Source: an optimization exercise on an open RTL-to-GDS flow (aim: small area). Production flows keep margins and buffers that such runs may drop. RTL that was checked went through simulation tests only; none was proved equivalent to the original. The clock port is modelled as an ideal driver; clocking choices that lean on that would not hold on a real chip. Power figures rest on the tool's default switching activity, not on a simulated workload.

==> v15 <==
==> flow/design.v <==
package isotp_rx_pkg;
	localparam logic [1:0] OP_ARM   = 2'd0;
	localparam logic [1:0] OP_FRAME = 2'd1;
	localparam logic [1:0] OP_ABORT = 2'd2;
	localparam logic [1:0] KIND_BYTE  = 2'd0;
	localparam logic [1:0] KIND_FLOW  = 2'd1;
	localparam logic [1:0] KIND_ERROR = 2'd2;
	localparam logic [2:0] ERR_SINGLE = 3'd0;
	localparam logic [2:0] ERR_FIRST  = 3'd1;
	localparam logic [2:0] ERR_SEQ    = 3'd2;
	localparam logic [2:0] ERR_SHORT  = 3'd3;
	localparam logic [2:0] ERR_TYPE   = 3'd4;
endpackage
import isotp_rx_pkg::*;
module isotp_receive_reassembler #(
	parameter int MAX_MESSAGE_BYTES = 64
) (
	input  logic       clk,
	input  logic       arst_n,
	input  logic       in_valid,
	output logic       in_ready,
	input  logic [1:0] op,
	input  logic [3:0] dlc,
	input  logic [7:0] byte_0,
	input  logic [7:0] byte_1,
	input  logic [7:0] byte_2,
	input  logic [7:0] byte_3,
	input  logic [7:0] byte_4,
	input  logic [7:0] byte_5,
	input  logic [7:0] byte_6,
	input  logic [7:0] byte_7,
	output logic       out_valid,
	input  logic       out_ready,
	output logic [1:0] kind,
	output logic [7:0] data_byte,
	output logic [5:0] byte_index,
	output logic [6:0] msg_length,
	output logic [2:0] error_code,
	output logic       last
);
	logic       armed_q;
	logic       multi_q;
	logic       strm_q;
	logic [5:0] w_q;
	logic       ov_q;
	logic [6:0] total_q;
	logic [5:0] rem_q;
	logic [3:0] seq_q;
	logic [1:0] kind_q;
	logic [2:0] code_q;
	logic [7:0] data_q;
	logic [5:0] idx_q;
	logic [7:0] ring [64];
	logic [7:0][7:0] b;
	logic       out_free;
	logic       aligned;
	logic       accept;
	logic [3:0] pci;
	logic [3:0] nib;
	logic [3:0] n;
	logic [11:0] ftot;
	logic [2:0] copy;
	logic       cf_final;
	logic       last_shown;
	logic       emit;
	assign b        = {byte_7, byte_6, byte_5, byte_4, byte_3, byte_2, byte_1, byte_0};
	assign out_free = !ov_q || out_ready;
	assign aligned  = (w_q == 6'd5);
	assign in_ready = !strm_q && aligned && out_free;
	assign accept   = in_valid && in_ready;
	assign pci      = byte_0[7:4];
	assign nib      = byte_0[3:0];
	assign n        = dlc[3] ? 4'd8 : dlc;
	assign ftot     = {nib, byte_1};
	assign copy     = (rem_q[5:3] != 3'd0) ? 3'd7 : rem_q[2:0];
	assign cf_final = (rem_q[5:3] == 3'd0);
	assign last_shown = ((idx_q + 6'd1) == total_q[5:0]);
	assign emit     = strm_q && aligned && out_free && !(ov_q && last_shown);
	logic       wr;         
	logic [2:0] wcnt;       
	logic       start;      
	logic       err;
	logic [2:0] ecode;
	logic       flow;
	always_comb begin
		wr    = 1'b0;
		wcnt  = 3'd7;
		start = 1'b0;
		err   = 1'b0;
		ecode = ERR_TYPE;
		flow  = 1'b0;
		if (op == OP_FRAME && armed_q && dlc != 4'd0) begin
			case (pci)
				4'h0: begin
					if (nib == 4'd0 || nib > 4'd7 || nib >= n) begin
						err   = 1'b1;
						ecode = ERR_SINGLE;
					end else begin
						wr    = 1'b1;
						start = 1'b1;
					end
				end
				4'h1: begin
					if (!dlc[3]) begin
						err = 1'b1;
					end else if (ftot <= 12'd7 || ftot > 12'd64) begin
						err   = 1'b1;
						ecode = ERR_FIRST;
					end else begin
						wr   = 1'b1;
						flow = 1'b1;
					end
				end
				4'h2: begin
					if (!multi_q) begin
						err = 1'b1;
					end else if (nib != seq_q) begin
						err   = 1'b1;
						ecode = ERR_SEQ;
					end else if ({1'b0, copy} >= n) begin
						err   = 1'b1;
						ecode = ERR_SHORT;
					end else begin
						wr    = 1'b1;
						wcnt  = copy;
						start = cf_final;
					end
				end
				default: begin
					err = 1'b1;
				end
			endcase
		end
	end
	always_ff @(posedge clk or negedge arst_n) begin
		if (!arst_n) begin
			armed_q <= 1'b0;
			multi_q <= 1'b0;
			strm_q  <= 1'b0;
			w_q     <= '0;
			ov_q    <= 1'b0;
		end else begin
			if (emit || err && accept) begin
				ov_q <= 1'b1;
			end else if (flow && accept) begin
				ov_q <= 1'b1;
			end else if (out_ready) begin
				ov_q <= 1'b0;
			end
			if (strm_q && ov_q && last_shown && out_ready) begin
				strm_q <= 1'b0;
			end
			if (accept) begin
				case (op)
					OP_ARM: begin
						armed_q <= 1'b1;
						multi_q <= 1'b0;
					end
					OP_ABORT: begin
						armed_q <= 1'b0;
						multi_q <= 1'b0;
					end
					default: begin
					end
				endcase
				if (flow) begin
					multi_q <= 1'b1;
				end
				if (err && ecode == ERR_SEQ) begin
					multi_q <= 1'b0;
				end
				if (start) begin
					armed_q <= 1'b0;
					multi_q <= 1'b0;
					strm_q  <= 1'b1;
				end
			end
			if (accept && wr) begin
				if (start) begin
					w_q <= (pci == 4'h0) ? 6'd6 : (6'd6 + total_q[5:0] - rem_q);
				end else begin
					w_q <= 6'd63;
				end
			end else if (!emit) begin
				w_q <= w_q + 6'd1;
			end
		end
	end
	always_ff @(posedge clk) begin
		if (accept && wr) begin
			if (pci == 4'h0) begin
				total_q <= {3'b0, nib};
			end else if (flow) begin
				total_q <= ftot[6:0];
				rem_q   <= ftot[5:0] - 6'd6;
				seq_q   <= 4'd1;
			end else begin
				rem_q   <= rem_q - 6'd7;
				seq_q   <= seq_q + 4'd1;
			end
		end
	end
	always_ff @(posedge clk) begin
		if (emit) begin
			kind_q <= KIND_BYTE;
			code_q <= 3'd0;
			data_q <= ring[5];
			idx_q  <= idx_q + 6'd1;
		end else if (accept && (err || flow)) begin
			kind_q <= err ? KIND_ERROR : KIND_FLOW;
			code_q <= err ? ecode : 3'd0;
			data_q <= 8'd0;
			idx_q  <= 6'd0;
		end else if (accept && start) begin
			idx_q  <= 6'd63;
		end
	end
	always_ff @(posedge clk) begin
		for (int k = 0; k < 64; k++) begin
			if (k < 7 && accept && wr && k + wcnt >= 7) begin
				ring[k] <= b[(7 - k) % 8];
			end else begin
				ring[k] <= ring[(k + 63) % 64];
			end
		end
	end
	assign out_valid  = ov_q;
	assign kind       = kind_q;
	assign data_byte  = data_q;
	assign byte_index = idx_q;
	assign msg_length = (kind_q == KIND_BYTE) ? total_q : 7'd0;
	assign error_code = code_q;
	assign last       = (kind_q != KIND_BYTE) || last_shown;
endmodule
==> flow/run.sh <==
#!/bin/bash
# synth_recipe.tcl (not shown) runs the flow's synth.tcl, then flattens the netlist and writes it again
# the make line also repeats each setting of config.mk as NAME=value (left out here)
make -C /OpenROAD-flow-scripts/flow DESIGN_CONFIG=/design/flow/config.mk WORK_HOME=/design/flow/orfs CLKGATE_MAP_FILE= SYNTH_SCRIPT=/design/flow/synth_recipe.tcl finish
==> flow/config.mk <==
export PLATFORM = sky130hd
export DESIGN_NAME = isotp_receive_reassembler
export DESIGN_NICKNAME = isotp_receive_reassembler
export VERILOG_FILES = /design/flow/design.v
export SDC_FILE = /design/flow/constraint.sdc
export NUM_CORES = 4
export LEC_CHECK = 0
export CAP_MARGIN = 20
export CORE_MARGIN = 2
export CORE_UTILIZATION = 40
export CTS_BUF_LIST = sky130_fd_sc_hd__clkbuf_2 sky130_fd_sc_hd__clkbuf_4 sky130_fd_sc_hd__clkbuf_8
export SLEW_MARGIN = 20
==> flow/constraint.sdc <==
create_clock -name core_clock -period 7.0 [get_ports {clk}]
set_input_delay 1.4000 -clock core_clock [delete_from_list [all_inputs] [get_ports {clk}]]
set_output_delay 1.4000 -clock core_clock [all_outputs]
set_load 0.01 [all_outputs]
==> inputs of v10, as changes to v15 <==
==> flow/design.v (replaced) <==
package isotp_rx_pkg;
	localparam logic [1:0] OP_ARM   = 2'd0;
	localparam logic [1:0] OP_FRAME = 2'd1;
	localparam logic [1:0] OP_ABORT = 2'd2;
	localparam logic [1:0] KIND_BYTE  = 2'd0;
	localparam logic [1:0] KIND_FLOW  = 2'd1;
	localparam logic [1:0] KIND_ERROR = 2'd2;
	localparam logic [2:0] ERR_SINGLE = 3'd0;
	localparam logic [2:0] ERR_FIRST  = 3'd1;
	localparam logic [2:0] ERR_SEQ    = 3'd2;
	localparam logic [2:0] ERR_SHORT  = 3'd3;
	localparam logic [2:0] ERR_TYPE   = 3'd4;
endpackage
import isotp_rx_pkg::*;
module isotp_receive_reassembler #(
	parameter int MAX_MESSAGE_BYTES = 64
) (
	input  logic       clk,
	input  logic       arst_n,
	input  logic       in_valid,
	output logic       in_ready,
	input  logic [1:0] op,
	input  logic [3:0] dlc,
	input  logic [7:0] byte_0,
	input  logic [7:0] byte_1,
	input  logic [7:0] byte_2,
	input  logic [7:0] byte_3,
	input  logic [7:0] byte_4,
	input  logic [7:0] byte_5,
	input  logic [7:0] byte_6,
	input  logic [7:0] byte_7,
	output logic       out_valid,
	input  logic       out_ready,
	output logic [1:0] kind,
	output logic [7:0] data_byte,
	output logic [5:0] byte_index,
	output logic [6:0] msg_length,
	output logic [2:0] error_code,
	output logic       last
);
	localparam logic [1:0] ST_U = 2'b00;
	localparam logic [1:0] ST_A = 2'b01;
	localparam logic [1:0] ST_M = 2'b11;
	localparam logic [1:0] ST_S = 2'b10;
	localparam logic [2:0] C_FLOW = 3'b110;
	logic [1:0] st_q;
	logic [5:0] w_q;
	logic       ov_q;
	logic [5:0] total_q;    
	logic [5:0] cnt_q;
	logic [5:0] cnt_inc;
	logic [2:0] c_q;
	logic [7:0] data_q;
	logic [7:0] ring [64];
	logic [7:0][7:0] b;
	logic       armed;
	logic       multi;
	logic       strm;
	logic       out_free;
	logic       aligned;
	logic       accept;
	logic [3:0] pci;
	logic [3:0] nib;
	logic [3:0] n;
	logic [11:0] ftot;
	logic [6:0] total;
	logic [6:0] thr;        
	logic [5:0] wfin;       
	logic [2:0] copy;
	logic       cf_final;
	logic       last_shown;
	logic       emit;
	assign b        = {byte_7, byte_6, byte_5, byte_4, byte_3, byte_2, byte_1, byte_0};
	assign armed    = st_q[0];
	assign multi    = (st_q == ST_M);
	assign strm     = (st_q == ST_S);
	assign out_free = !ov_q || out_ready;
	assign aligned  = (w_q == 6'd5);
	assign in_ready = !strm && aligned && out_free;
	assign accept   = in_valid && in_ready;
	assign pci      = byte_0[7:4];
	assign nib      = byte_0[3:0];
	assign n        = dlc[3] ? 4'd8 : dlc;
	assign ftot     = {nib, byte_1};
	assign total    = {total_q == 6'd0, total_q};
	assign cnt_inc = cnt_q + 6'd1;
	assign thr  = {cnt_q[3:0], 3'b110} - {3'b0, cnt_q[3:0]};
	assign wfin = thr[5:0] - 6'd1;
	assign cf_final   = (total <= thr);
	assign copy       = cf_final ? (total_q[2:0] + cnt_inc[2:0]) : 3'd7;
	assign last_shown = (cnt_inc == total_q);
	assign emit       = strm && aligned && out_free && !(ov_q && last_shown);
	logic       wr;         
	logic [2:0] wcnt;       
	logic       start;      
	logic       err;
	logic [2:0] ecode;
	logic       flow;
	always_comb begin
		wr    = 1'b0;
		wcnt  = 3'd7;
		start = 1'b0;
		err   = 1'b0;
		ecode = ERR_TYPE;
		flow  = 1'b0;
		if (op == OP_FRAME && armed && dlc != 4'd0) begin
			case (pci)
				4'h0: begin
					if (nib == 4'd0 || nib > 4'd7 || nib >= n) begin
						err   = 1'b1;
						ecode = ERR_SINGLE;
					end else begin
						wr    = 1'b1;
						start = 1'b1;
					end
				end
				4'h1: begin
					if (!dlc[3]) begin
						err = 1'b1;
					end else if (ftot <= 12'd7 || ftot > 12'd64) begin
						err   = 1'b1;
						ecode = ERR_FIRST;
					end else begin
						wr   = 1'b1;
						flow = 1'b1;
					end
				end
				4'h2: begin
					if (!multi) begin
						err = 1'b1;
					end else if (nib != cnt_q[3:0]) begin
						err   = 1'b1;
						ecode = ERR_SEQ;
					end else if ({1'b0, copy} >= n) begin
						err   = 1'b1;
						ecode = ERR_SHORT;
					end else begin
						wr    = 1'b1;
						wcnt  = copy;
						start = cf_final;
					end
				end
				default: begin
					err = 1'b1;
				end
			endcase
		end
	end
	always_ff @(posedge clk or negedge arst_n) begin
		if (!arst_n) begin
			st_q <= ST_U;
			w_q  <= '0;
			ov_q <= 1'b0;
		end else begin
			if (emit || (err || flow) && accept) begin
				ov_q <= 1'b1;
			end else if (out_ready) begin
				ov_q <= 1'b0;
			end
			if (strm && ov_q && last_shown && out_ready) begin
				st_q <= ST_U;
			end
			if (accept) begin
				if (op == OP_ARM) begin
					st_q <= ST_A;
				end else if (op == OP_ABORT) begin
					st_q <= ST_U;
				end else if (start) begin
					st_q <= ST_S;
				end else if (flow) begin
					st_q <= ST_M;
				end else if (err && ecode == ERR_SEQ) begin
					st_q <= ST_A;
				end
			end
			if (accept && wr) begin
				if (start) begin
					w_q <= (pci == 4'h0) ? 6'd6 : wfin;
				end else begin
					w_q <= 6'd63;
				end
			end else if (!emit) begin
				w_q <= w_q + 6'd1;
			end
		end
	end
	always_ff @(posedge clk) begin
		if (accept && wr) begin
			if (pci == 4'h0) begin
				total_q <= {2'b0, nib};
			end else if (flow) begin
				total_q <= ftot[5:0];
			end
		end
		if (accept && start) begin
			cnt_q <= 6'd63;
		end else if (accept && flow) begin
			cnt_q <= 6'd1;
		end else if (accept && wr || emit) begin
			cnt_q <= cnt_inc;
		end
	end
	always_ff @(posedge clk) begin
		if (accept && (err || flow)) begin
			c_q <= flow ? C_FLOW : ecode;
		end
		if (emit) begin
			data_q <= ring[5];
		end
	end
	always_ff @(posedge clk) begin
		for (int k = 0; k < 64; k++) begin
			if (k < 7 && accept && wr && k + wcnt >= 7) begin
				ring[k] <= b[(7 - k) % 8];
			end else begin
				ring[k] <= ring[(k + 63) % 64];
			end
		end
	end
	assign out_valid  = ov_q;
	assign kind       = strm ? KIND_BYTE : ((c_q[2:1] == 2'b11) ? KIND_FLOW : KIND_ERROR);
	assign data_byte  = strm ? data_q : 8'd0;
	assign byte_index = strm ? cnt_q : 6'd0;
	assign msg_length = strm ? total : 7'd0;
	assign error_code = (strm || c_q[2:1] == 2'b11) ? 3'd0 : c_q;
	assign last       = !strm || last_shown;
endmodule
==> flow/flow/run.sh (new file) <==
#!/bin/bash
# Standard ORFS layout with smaller port buffers and a lighter clock tree.
set -euo pipefail
here=$(pwd)
export BUFFER_PORTS_ARGS="-buffer_cell sky130_fd_sc_hd__buf_1"
export CTS_ARGS="-sink_clustering_enable -repair_clock_nets -sink_clustering_size 20 -sink_clustering_max_diameter 60 -buf_list sky130_fd_sc_hd__clkbuf_8 -dont_use_dummy_load"
if [[ -f flow/post_cts.tcl ]]; then export POST_CTS_TCL=$here/flow/post_cts.tcl; fi
bash standard.sh > standard.log 2>&1
==> flow/flow/post_cts.tcl (new file) <==
# recover area: downsize cells on paths with slack to spare
repair_timing -recover_power 100 -verbose
==> flow/standard.sh (new file) <==
#!/bin/bash
# synth_recipe.tcl (not shown) runs the flow's synth.tcl, then flattens the netlist and writes it again
# the make line also repeats each setting of config.mk as NAME=value (left out here)
make -C /OpenROAD-flow-scripts/flow DESIGN_CONFIG=/design/flow/config.mk WORK_HOME=/design/flow/orfs CLKGATE_MAP_FILE= SYNTH_SCRIPT=/design/flow/synth_recipe.tcl "${@:-finish}"
CTS_BUF_LIST = unset   (was sky130_fd_sc_hd__clkbuf_2 sky130_fd_sc_hd__clkbuf_4 sky130_fd_sc_hd__clkbuf_8)
removed: flow/run.sh
==> comparison table <==
quantity	v10	v15
Run status	finished clean	finished clean
Y dimension of the die	190 µm	193 µm
Worst hold slack across all endpoints	0.295 ns	0.305 ns
Final standard cell count with taps included and fillers excluded	1,479	1,615
Detailed placement HPWL	15,300 µm	14,800 µm
Via density	4.41	4.25
Area occupied by multi-input gates	0.00253 mm²	0.00272 mm²
Non-clk invs	16	22
Via count of the first global-routing pass	6,471	7,045
Slowest cell on crit path	o311a_1	clkdlybuf4s50_1
Fraction of the yosys area taken by sequential cells	79.9%	80.3%
Compound-Gate Fraction of Synth Area	3.80%	2.81%
Worst IR Drop VDD	0.170 mV	0.184 mV
Launch instance of the worst min-delay path	ring[20][5]	ring[16][3]
Power consumed by the clock network	0.00128 W	0.00279 W
Tap cells	455	461
Met1 track utilization from global routing	18.6%	18.9%
Detailed-routing wirelength on met1	11,800 µm	12,300 µm
For v10, only the layout was checked, not whether the RTL still works.

## port drivers added, routing unchanged
The results above use ideal ports. As a check the final layouts listed here were re-extracted and re-timed, cells and wires unchanged.
Step 1: set_driving_cell puts a clkbuf_16 on clk and a buf_2 on each other input, an assumption about the parent block.
Step 2, shift: input delay + t, output delay - t, t = (earliest + latest rising clock arrival at the registers) / 2. This alone moves slack from input paths to output paths.
a / b / c = no drivers / after step 1 / after step 2; a / b = the first two.
run | shift t [ns] | slack for setup (ns) | cell pins on the clock port's net
v15 | 0.637 | 2.519 / 2.537 / 1.900 | 1
v10 | 0.568 | 1.066 / 1.066 / 1.066 | 1
After both steps setup and hold are still met in every run listed. For v15, which loses most, drivers alone change the setup slack by +0.018 ns; drivers and shift together by -0.619 ns.
